Source: an optimization exercise on an open RTL-to-GDS flow (aim: small area, a short achievable clock period and few clock cycles per item). Production flows keep margins and buffers that such runs may drop.
Function was checked by simulation only, so behaviour that the tests miss may differ from the original.
Power figures rest on the tool's default switching activity, not on a simulated workload.

### config.mk
export PLATFORM = sky130hd
export DESIGN_NAME = image_moments_by_projections
export DESIGN_NICKNAME = image_moments_by_projections
export VERILOG_FILES = /design/flow/design.v
export SDC_FILE = /design/flow/constraint.sdc
export NUM_CORES = 4
export LEC_CHECK = 0
export CAP_MARGIN = 20
export CORE_MARGIN = 2
export CORE_UTILIZATION = 40
export PLACE_DENSITY = 0.6
export SLEW_MARGIN = 20
### constraint.sdc
create_clock -name core_clock -period 10.0 [get_ports {clk_i}]
set_input_delay 2.0000 -clock core_clock [delete_from_list [all_inputs] [get_ports {clk_i}]]
set_output_delay 2.0000 -clock core_clock [all_outputs]
set_load 0.01 [all_outputs]
### design.v
`default_nettype none
package imbp_pkg;
  localparam int unsigned CFG_BITS     = 11;
  localparam int unsigned CFG_IDX_BITS = 2;
  localparam logic [CFG_IDX_BITS-1:0] REG_IMAGE_WIDTH  = 2'd0;
  localparam logic [CFG_IDX_BITS-1:0] REG_IMAGE_HEIGHT = 2'd1;
  localparam logic [CFG_BITS-1:0]     CFG_DIM_RESET    = 11'd1024;
  localparam int unsigned DEF_MAX_WIDTH  = 1024;
  localparam int unsigned DEF_MAX_HEIGHT = 1024;
  localparam int unsigned DEF_PIXEL_BITS = 8;
  localparam int unsigned PIX_PORT_BITS  = 8;
  localparam int unsigned ACC_BITS = 56;
  localparam int unsigned NUM_MOM  = 10;
  localparam int unsigned NUM_TERM = 5;
  localparam int unsigned W_M00 = 28;
  localparam int unsigned W_M1  = 37;
  localparam int unsigned W_M2  = 47;
  localparam int unsigned W_M11 = 46;
  localparam int unsigned W_M3  = 56;
  localparam int unsigned STEP_BITS = 4;
  localparam logic [STEP_BITS-1:0] STEP_PX   = 4'd0;
  localparam logic [STEP_BITS-1:0] STEP_PY   = 4'd1;
  localparam logic [STEP_BITS-1:0] STEP_PX2  = 4'd2;
  localparam logic [STEP_BITS-1:0] STEP_PXY  = 4'd3;
  localparam logic [STEP_BITS-1:0] STEP_PY2  = 4'd4;
  localparam logic [STEP_BITS-1:0] STEP_PX3  = 4'd5;
  localparam logic [STEP_BITS-1:0] STEP_PX2Y = 4'd6;
  localparam logic [STEP_BITS-1:0] STEP_PXY2 = 4'd7;
  localparam logic [STEP_BITS-1:0] STEP_PY3  = 4'd8;
  typedef logic [NUM_MOM-1:0][ACC_BITS-1:0] acc_arr_t;
  typedef struct packed {
    logic                 load;
    logic                 mul_en;
    logic [STEP_BITS-1:0] mul_sel;
    logic                 clear;
  } cmd_t;
  typedef struct packed {
    logic frame_end;
  } status_t;
endpackage
`default_nettype wire
`default_nettype none
import imbp_pkg::*;
module image_moments_by_projections #(
  parameter int unsigned MAX_WIDTH  = DEF_MAX_WIDTH,
  parameter int unsigned MAX_HEIGHT = DEF_MAX_HEIGHT,
  parameter int unsigned PIXEL_BITS = DEF_PIXEL_BITS
) (
  input  logic                     clk_i,
  input  logic                     rst_ni,
  input  logic                     start,
  output logic                     busy,
  input  logic [PIX_PORT_BITS-1:0] pixel_i,
  input  logic                     cfg_we_i,
  input  logic [CFG_IDX_BITS-1:0]  cfg_idx_i,
  input  logic [CFG_BITS-1:0]      cfg_wdata_i,
  output logic                     valid_o,
  output logic [W_M00-1:0]         m00_o,
  output logic [W_M1-1:0]          m10_o,
  output logic [W_M1-1:0]          m01_o,
  output logic [W_M2-1:0]          m20_o,
  output logic [W_M11-1:0]         m11_o,
  output logic [W_M2-1:0]          m02_o,
  output logic [W_M3-1:0]          m30_o,
  output logic [W_M3-1:0]          m21_o,
  output logic [W_M3-1:0]          m12_o,
  output logic [W_M3-1:0]          m03_o
);
  function automatic logic [9:0] eff_m1(input logic [10:0] v);
    if (v == 11'd0)            eff_m1 = 10'd0;
    else if (v >= 11'd1024)    eff_m1 = 10'd1023;
    else                       eff_m1 = 10'(v - 11'd1);
  endfunction
  logic [9:0] wm1_q, hm1_q;
  logic       cfg_hit;
  assign cfg_hit = cfg_we_i && (cfg_idx_i == REG_IMAGE_WIDTH || cfg_idx_i == REG_IMAGE_HEIGHT);
  always_ff @(posedge clk_i or negedge rst_ni) begin
    if (!rst_ni) begin
      wm1_q <= 10'd1023;
      hm1_q <= 10'd1023;
    end else if (cfg_we_i) begin
      if (cfg_idx_i == REG_IMAGE_WIDTH)  wm1_q <= eff_m1(cfg_wdata_i);
      if (cfg_idx_i == REG_IMAGE_HEIGHT) hm1_q <= eff_m1(cfg_wdata_i);
    end
  end
  logic [9:0] nx_q, ny_q;
  logic       accept;
  logic       rl_now, rf_now, fl_now, y0_now, ff_now;
  logic       rl_after, ff_after;
  assign accept = start && !busy;
  assign rl_now = (nx_q == wm1_q);
  assign rf_now = (nx_q == 10'd0);
  assign y0_now = (ny_q == 10'd0);
  assign ff_now = rf_now && y0_now;
  assign fl_now = rl_now && (ny_q == hm1_q);
  assign rl_after = rl_now ? (wm1_q == 10'd0) : ((nx_q + 10'd1) == wm1_q);
  assign ff_after = fl_now;
  always_ff @(posedge clk_i or negedge rst_ni) begin
    if (!rst_ni) begin
      nx_q <= '0;
      ny_q <= '0;
    end else if (cfg_hit) begin
      nx_q <= '0;
      ny_q <= '0;
    end else if (accept) begin
      if (rl_now) begin
        nx_q <= '0;
        ny_q <= (ny_q == hm1_q) ? 10'd0 : ny_q + 10'd1;
      end else begin
        nx_q <= nx_q + 10'd1;
      end
    end
  end
  logic       s0_v, s1_v, s2_v, s3_v;
  logic [7:0] s0_p, s1_p;
  logic       s0_rf, s0_rl, s0_fl, s0_y0;
  logic       s1_rf, s1_rl, s1_fl, s1_y0;
  logic       s2_rf, s2_rl, s2_fl, s2_y0;
  logic             s3_rl, s3_fl, s3_y0;
  always_ff @(posedge clk_i or negedge rst_ni) begin
    if (!rst_ni) begin
      s0_v <= 1'b0;
      s1_v <= 1'b0;
      s2_v <= 1'b0;
      s3_v <= 1'b0;
    end else begin
      s0_v <= accept;
      s1_v <= s0_v;
      s2_v <= s1_v;
      s3_v <= s2_v;
    end
  end
  always_ff @(posedge clk_i) begin
    s0_p  <= pixel_i;
    s0_rf <= rf_now;
    s0_rl <= rl_now;
    s0_fl <= fl_now;
    s0_y0 <= y0_now;
    s1_p  <= s0_p;
    s1_rf <= s0_rf;
    s1_rl <= s0_rl;
    s1_fl <= s0_fl;
    s1_y0 <= s0_y0;
    s2_rf <= s1_rf;
    s2_rl <= s1_rl;
    s2_fl <= s1_fl;
    s2_y0 <= s1_y0;
    s3_rl <= s2_rl;
    s3_fl <= s2_fl;
    s3_y0 <= s2_y0;
  end
  logic [9:0]  x1_q;
  logic [19:0] x2_q;
  logic [29:0] x3_q;
  logic [21:0] xd_q;
  always_ff @(posedge clk_i) begin
    if (s0_v) begin
      if (s0_rf) begin
        x1_q <= '0;
        x2_q <= '0;
        x3_q <= '0;
        xd_q <= 22'd1;
      end else begin
        x1_q <= x1_q + 10'd1;
        x2_q <= x2_q + {9'd0, x1_q, 1'b1};
        x3_q <= x3_q + 30'(xd_q);
        xd_q <= xd_q + 22'({x1_q, 2'b00}) + 22'({x1_q, 1'b0}) + 22'd6;
      end
    end
  end
  logic [7:0]  p0_q;
  logic [17:0] p1_q;
  logic [27:0] p2_q;
  logic [37:0] p3_q;
  always_ff @(posedge clk_i) begin
    p0_q <= s1_p;
    p1_q <= 18'(s1_p) * 18'(x1_q);
    p2_q <= 28'(s1_p) * 28'(x2_q);
    p3_q <= 38'(s1_p) * 38'(x3_q);
  end
  logic [17:0] r0_q;
  logic [27:0] r1_q;
  logic [36:0] r2_q;
  logic [W_M00-1:0] b00_q;
  logic [W_M1-1:0]  b10_q;
  logic [W_M2-1:0]  b20_q;
  logic [W_M3-1:0]  b30_q;
  logic s2_ff;
  assign s2_ff = s2_rf && s2_y0;
  always_ff @(posedge clk_i) begin
    r0_q  <= ((s2_v && s2_rf) ? 18'd0 : r0_q) + (s2_v ? 18'(p0_q) : 18'd0);
    r1_q  <= ((s2_v && s2_rf) ? 28'd0 : r1_q) + (s2_v ? 28'(p1_q) : 28'd0);
    r2_q  <= ((s2_v && s2_rf) ? 37'd0 : r2_q) + (s2_v ? 37'(p2_q) : 37'd0);
    b00_q <= ((s2_v && s2_ff) ? '0 : b00_q) + (s2_v ? W_M00'(p0_q) : '0);
    b10_q <= ((s2_v && s2_ff) ? '0 : b10_q) + (s2_v ? W_M1'(p1_q)  : '0);
    b20_q <= ((s2_v && s2_ff) ? '0 : b20_q) + (s2_v ? W_M2'(p2_q)  : '0);
    b30_q <= ((s2_v && s2_ff) ? '0 : b30_q) + (s2_v ? W_M3'(p3_q)  : '0);
  end
  logic        load;
  logic [4:0]  rem_q, rem_d;      
  logic [4:0]  c_q;               
  logic        b1_q, b2_q, b3_q;  
  logic        clr_q, qfl_q;
  logic [46:0] q0_q;
  logic [46:0] q1_q;
  logic [45:0] q2_q;
  logic [9:0]  y1_q, y1_n;
  logic [19:0] y2_q, y2_n;
  logic [29:0] y3_q, y3_n;
  logic [21:0] yd_q, yd_n;
  logic [4:0]  steps_n;
  logic        act, last_step;
  assign load      = s3_v && s3_rl;
  assign act       = (rem_q != 5'd0);
  assign last_step = (rem_q == 5'd1);
  always_comb begin
    if (s3_y0) begin
      y1_n = '0;
      y2_n = '0;
      y3_n = '0;
      yd_n = 22'd1;
    end else begin
      y1_n = y1_q + 10'd1;
      y2_n = y2_q + {9'd0, y1_q, 1'b1};
      y3_n = y3_q + 30'(yd_q);
      yd_n = yd_q + 22'({y1_q, 2'b00}) + 22'({y1_q, 1'b0}) + 22'd6;
    end
  end
  function automatic logic [4:0] nsteps(input logic [9:0] y);
    nsteps = 5'd1;
    for (int i = 0; i < 10; i++) if (y[i]) nsteps = 5'(3 * (i + 1));
  endfunction
  assign steps_n = nsteps(y1_n);
  always_comb begin
    if (load)     rem_d = steps_n;
    else if (act) rem_d = rem_q - 5'd1;
    else          rem_d = rem_q;
  end
  always_ff @(posedge clk_i or negedge rst_ni) begin
    if (!rst_ni) begin
      rem_q   <= '0;
      valid_o <= 1'b0;
    end else begin
      rem_q   <= rem_d;
      valid_o <= last_step && qfl_q;
    end
  end
  always_ff @(posedge clk_i) begin
    if (load) begin
      y1_q  <= y1_n;
      y2_q  <= y2_n;
      y3_q  <= y3_n;
      yd_q  <= yd_n;
      q0_q  <= 47'(r0_q);
      q1_q  <= 47'(r1_q);
      q2_q  <= 46'(r2_q);
      c_q   <= 5'd0;
      b1_q  <= y1_n[0];
      b2_q  <= y2_n[0];
      b3_q  <= y3_n[0];
      clr_q <= s3_y0;
      qfl_q <= s3_fl;
    end else begin
      q0_q  <= {q0_q[45:0], 1'b0};
      q1_q  <= {q1_q[45:0], 1'b0};
      q2_q  <= {q2_q[44:0], 1'b0};
      c_q   <= c_q + 5'd1;
      b1_q  <= (c_q < 5'd9)  ? y1_q[c_q + 5'd1] : 1'b0;
      b2_q  <= (c_q < 5'd19) ? y2_q[c_q + 5'd1] : 1'b0;
      b3_q  <= (c_q < 5'd29) ? y3_q[c_q + 5'd1] : 1'b0;
      if (act) clr_q <= 1'b0;
    end
  end
  logic [W_M1-1:0]  b01_q;
  logic [W_M2-1:0]  b02_q;
  logic [W_M3-1:0]  b03_q;
  logic [W_M11-1:0] b11_q;
  logic [W_M3-1:0]  b12_q;
  logic [W_M3-1:0]  b21_q;
  logic e1, e2, e3, clr;
  assign e1  = act && b1_q;
  assign e2  = act && b2_q;
  assign e3  = act && b3_q;
  assign clr = act && clr_q;
  always_ff @(posedge clk_i) begin
    b01_q <= (clr ? '0 : b01_q) + (e1 ? W_M1'(q0_q)  : '0);
    b02_q <= (clr ? '0 : b02_q) + (e2 ? W_M2'(q0_q)  : '0);
    b03_q <= (clr ? '0 : b03_q) + (e3 ? W_M3'(q0_q)  : '0);
    b11_q <= (clr ? '0 : b11_q) + (e1 ? W_M11'(q1_q) : '0);
    b12_q <= (clr ? '0 : b12_q) + (e2 ? W_M3'(q1_q)  : '0);
    b21_q <= (clr ? '0 : b21_q) + (e1 ? W_M3'(q2_q)  : '0);
  end
  logic inflight_d, rl_d, ff_d, busy_d;
  assign inflight_d = (accept && rl_now) || (s0_v && s0_rl) || (s1_v && s1_rl) || (s2_v && s2_rl);
  assign rl_d = accept ? rl_after : rl_now;
  assign ff_d = accept ? ff_after : ff_now;
  assign busy_d = cfg_hit ||
                  (rl_d && (inflight_d || rem_d > 5'd5)) ||
                  (ff_d && (inflight_d || rem_d > 5'd3));
  always_ff @(posedge clk_i or negedge rst_ni) begin
    if (!rst_ni) busy <= 1'b1;
    else         busy <= busy_d;
  end
  assign m00_o = b00_q;
  assign m10_o = b10_q;
  assign m01_o = b01_q;
  assign m20_o = b20_q;
  assign m11_o = b11_q;
  assign m02_o = b02_q;
  assign m30_o = b30_q;
  assign m21_o = b21_q;
  assign m12_o = b12_q;
  assign m03_o = b03_q;
endmodule
`default_nettype wire
### run.sh
#!/bin/bash
# synth_recipe.tcl (not shown) runs the flow's synth.tcl, then flattens the netlist and writes it again
# the make line also repeats each setting of config.mk as NAME=value (left out here)
make -C /OpenROAD-flow-scripts/flow DESIGN_CONFIG=/design/flow/config.mk WORK_HOME=/design/flow/orfs CLKGATE_MAP_FILE= SYNTH_SCRIPT=/design/flow/synth_recipe.tcl finish
==> flow_summary.ini <==
[run_status]
status = no timing/DRC/antenna violations

[critical_path]
crit-reg2reg-launch = rem_q[2]
crit_end = b03_q[44]
max_stage_delay_ps = 760
path_depth = 17
endpoint_kind = flop
startpoint_type = flop
rrSetupSlack_ps = 3720
critPathSlowestCell = buf_4
worstRegToRegCells = 17
cp_top_family = simple AND/OR/NAND/NOR gates
r2r-end = b03_q[44]
crit_buf_inv = 2
startpoint = rem_q[2]
path_cells = nor3_1 > and2_1 > nand2b_4 > buf_4 > buf_4 > and2_1 > ha_1 > nor2b_1 > o31a_1 > o21bai_1 > and4_1 > nor4_1 > o2111ai_1 > nand2_1 > a2111oi_0 > o31ai_1 > xor2_1
arrival_ps = 6940
criticalPathCategory = reg -> reg
cp_data_required_time_ps = 10660
crit_fanout = 93

[clock_network]
cts-root-buf = clkbuf_16
htreeDepth = 4
cts_resized = 0
clk_latency_ps = 780
clk_path_buf_depth = 3
numCtsBuffers = 131
cts_tree = done
clkSinkCount = 1035
post_cts_buffers = 0
path_clk_slew_ps = 60
cts_hold_buf = 0

[hold_path]
hp-class = reg -> reg
hold_path_startpoint = s0_p[6]

[route]
first_pass_iters = 8
first_iter_violations = 3472
via_per_inst = 5.30
remaining_drc_errors = 0
ant_nets = 0
num_vias = 62400
drt_wl_total_um = 215000
wire_per_inst_um = 18.3

[timing]
fin_setup_tns_ps = 0
finalSetupViolCount = 0
drv_slew = 0
worstMarginPinSlew_ps = 1250
fin_skew_ps = 22.5
rsz0062_at_grt = false
fin_crit_ps = 6280
whs_ps = 326
max-slew-margin-rel_pct = 16.3
fmax_mhz = 159
finalHoldViolations = 0
timing.final.crit_share_pct = 62.8

[final_layout]
drive_gt1_share_pct = 4.33
final_nets = 10200
n_antenna_cell = 0
design_area_um2 = 88700
final_util_pct = 46.2
syn2layout_area_growth_pct = 15.1

[die]
die_x_um = 443
dieArea_um2 = 196000
ioPinCount = 493
rows = 161
initial_core_util_pct = 40.1
core_area_um2 = 192000
fp.dieH_um = 443

[placement]
hpwl_um = 165000
placed_area_um2 = 84300
port_buffers = 492
gp_congestion = 0.915

[synth]
synth_seq_area_share_pct = 29.4
synthCells = 8789
synth_edf_count = 164
netlist_area_um2 = 77000
syn_avg_cell_area_um2 = 8.76
synth_nets = 9866
synth_top_area_share_pct = 21.3
synthFlopType = dfxtp_1
yosysWarnings = 1
synth_top_area_cell = dfxtp_1
synth_area_leaders = dfxtp_1 (21%), ha_1 (11%), fa_1 (9.4%)
ys_types = 99
synth_seq_cells = 1035
ys_async_sr_fraction_pct = 4.93

[global_routing]
grt_max_degree = 114
antenna_found_initial = 0
grt_pass1_vias = 61400
grt_overflow = 0
grt_first_pass_wirelength_um = 339000
track_usage_pct = 21.5

[pwr]
ir_drop_mv = 1.22
p_per_area_nw_per_um2 = 364
p_leak_nw = 40.5

[job]
drv_cap = 0
-- per-layer routing --
metal | vias up | global-route usage [%] | share of wire, %
met5 | - | 0 | 0
met4 | 0 | 7.70 | 3.5
met3 | 289 | 2.69 | 3.8
met2 | 1253 | 37.4 | 49
met1 | 30100 | 27.1 | 44
li1 | 30800 | - | -
-- synth_stat cells, types with 16 or more instances --
master,number
a211oi_1,43
dfstp_2,21
nand2b_1,87
o21ai_0,342
clkbuf_1,272
or4_1,30
a211o_1,24
nand2_1,825
nor3_1,141
buf_1,24
o31ai_1,47
a31oi_1,53
and3_1,109
o21a_1,70
or2_2,30
a21oi_1,515
or3_1,63
mux2i_1,31
nand3_1,162
inv_1,576
xnor2_1,386
nor2_1,499
a21boi_0,38
nor2b_1,199
and2_1,1076
nor4_1,35
ha_1,691
dfxtp_1,820
nor3b_1,16
edfxtp_1,164
o211ai_1,54
a31o_2,16
fa_1,361
a21o_1,277
a2111oi_0,19
nand4_1,79
o2111ai_1,16
dfrtp_1,30
o21bai_1,75
xor2_1,222
-- worst min-delay path by stage --
| stage | to | cells after the start | slack [ps] |
|---|---|---|---|
| after floorplan | s1_fl | 0 | 310 |
| after global placement | s2_fl | 0 | 310 |
| after detailed placement | s1_p[6] | 0 | 310 |
| after CTS | s1_p[6] | 0 | 330 |
| after global routing | s1_p[1] | 0 | 330 |
| final | s1_p[6] | 0 | 330 |
-- stage by stage --
step	instances	power [mW]	setup slack (ps)
final	11800	32.3	3720
after global routing	11800	35.4	2980
after CTS	11800	32.7	3560
after detailed placement	11500	27.6	3570
after global placement	11500	27.3	3670
after floorplan	8789	21.8	4900
-- logic make-up after synthesis --
group	synth area share, %
and+or+nand+nor	23.1
DFF	29.4
adders and majority gates	20.6
xor gates and xnor gates	6.91
AOI/OAI and AO/OA	14.7
muxes	0.944
buffers and inverters	4.35
-- state kept, by name, indices dropped and copies added (netlist names), 30 cells and up --
register  flops
b01_q        37
b02_q        47
b03_q        56
b10_q        37
b11_q        46
b12_q        56
b20_q        47
b21_q        56
b30_q        56
p3_q         38
q0_q         47
q1_q         47
q2_q         46
r2_q         37
x3_q         30
y3_q         30
-- worst register-to-register path, cell delays in order, from the launching register on --
cell and delay [ps]:
dfrtp_1 420, nor3_1 280, and2_1 600, nand2b_4 580, buf_4 580, buf_4 760, and2_1 250, ha_1 270
nor2b_1 170, o31a_1 290, o21bai_1 260, and4_1 280, nor4_1 80, o2111ai_1 300, nand2_1 160, a2111oi_0 580
o31ai_1 140, xor2_1 160
-- power breakdown --
group	internal [mW]	total [mW]	leakage, nW	switching (mW)
logic	9.12	20.7	29.5	11.6
registers	5.68	6.73	8.90	1.05
clock network	2.86	4.82	2.15	1.96
-- layout by cell type, fill, tap and decap left out, types with 23 or more instances in the layout --
cell / Yosys / routed
nand2b_1: 87 / 86
ha_1: 691 / 691
nor2_1: 499 / 498
o21ai_0: 342 / 342
a31oi_1: 53 / 53
nor4_1: 35 / 35
mux2i_1: 31 / 31
o21a_1: 70 / 70
xor2_1: 222 / 222
or3_1: 63 / 63
or2_2: 30 / 30
nand2_1: 825 / 822
a21boi_0: 38 / 38
dfrtp_1: 30 / 28
edfxtp_1: 164 / 164
buf_4: 1 / 35
dfxtp_1: 820 / 809
inv_1: 576 / 576
clkdlybuf4s50_1: 0 / 491
o31ai_1: 47 / 47
a21oi_1: 515 / 515
nand3_1: 162 / 162
nor3_1: 141 / 141
a21o_1: 277 / 277
xnor2_1: 386 / 386
and2_1: 1076 / 1076
a211oi_1: 43 / 42
clkbuf_16: 0 / 138
o211ai_1: 54 / 54
nand4_1: 79 / 79
a211o_1: 24 / 24
fa_1: 361 / 361
nor2b_1: 199 / 196
o21bai_1: 75 / 75
clkinv_2: 0 / 23
or4_1: 30 / 30
and3_1: 109 / 108
-- final cells by class --
cell class / count / area (µm²)
tap: 2526 / 3160
clock buffer: 177 / 3810
sequential: 1035 / 22700
clock inverter: 54 / 553
inverter: 579 / 2180
timing repair buffer: 528 / 5200
multi-input combinational: 6869 / 51100
fill: 18600 / 103000
Testbench counts, summed over its fixed seeds: cycles 39,926, pixels 39,465.

-- afterwards: timing with drivers on the ports --
Ports are ideal in the flow. The routed layout listed here was re-timed in OpenROAD.
Step 1, drivers: a clkbuf_16 drives clk_i and a buf_2 each remaining input, both assumed.
Step 2 moves the port delays by t, midway between the first and last clock arrival at a register: inputs arrive t later, outputs are due t later. That takes back most of the time a late clock gives input paths.
Slacks: ideal ports / drivers / drivers and shift; pairs: ideal ports / drivers.
t, ns: 0.845
setup slack, ns: 3.723 / 3.723 / 3.723
worst setup path at the end: register to register
worst slew at a driven data input, ns: 0.08
After both steps this run still meets setup and hold. For this run, drivers alone change the setup slack by 0.000 ns; drivers and shift together by 0.000 ns.
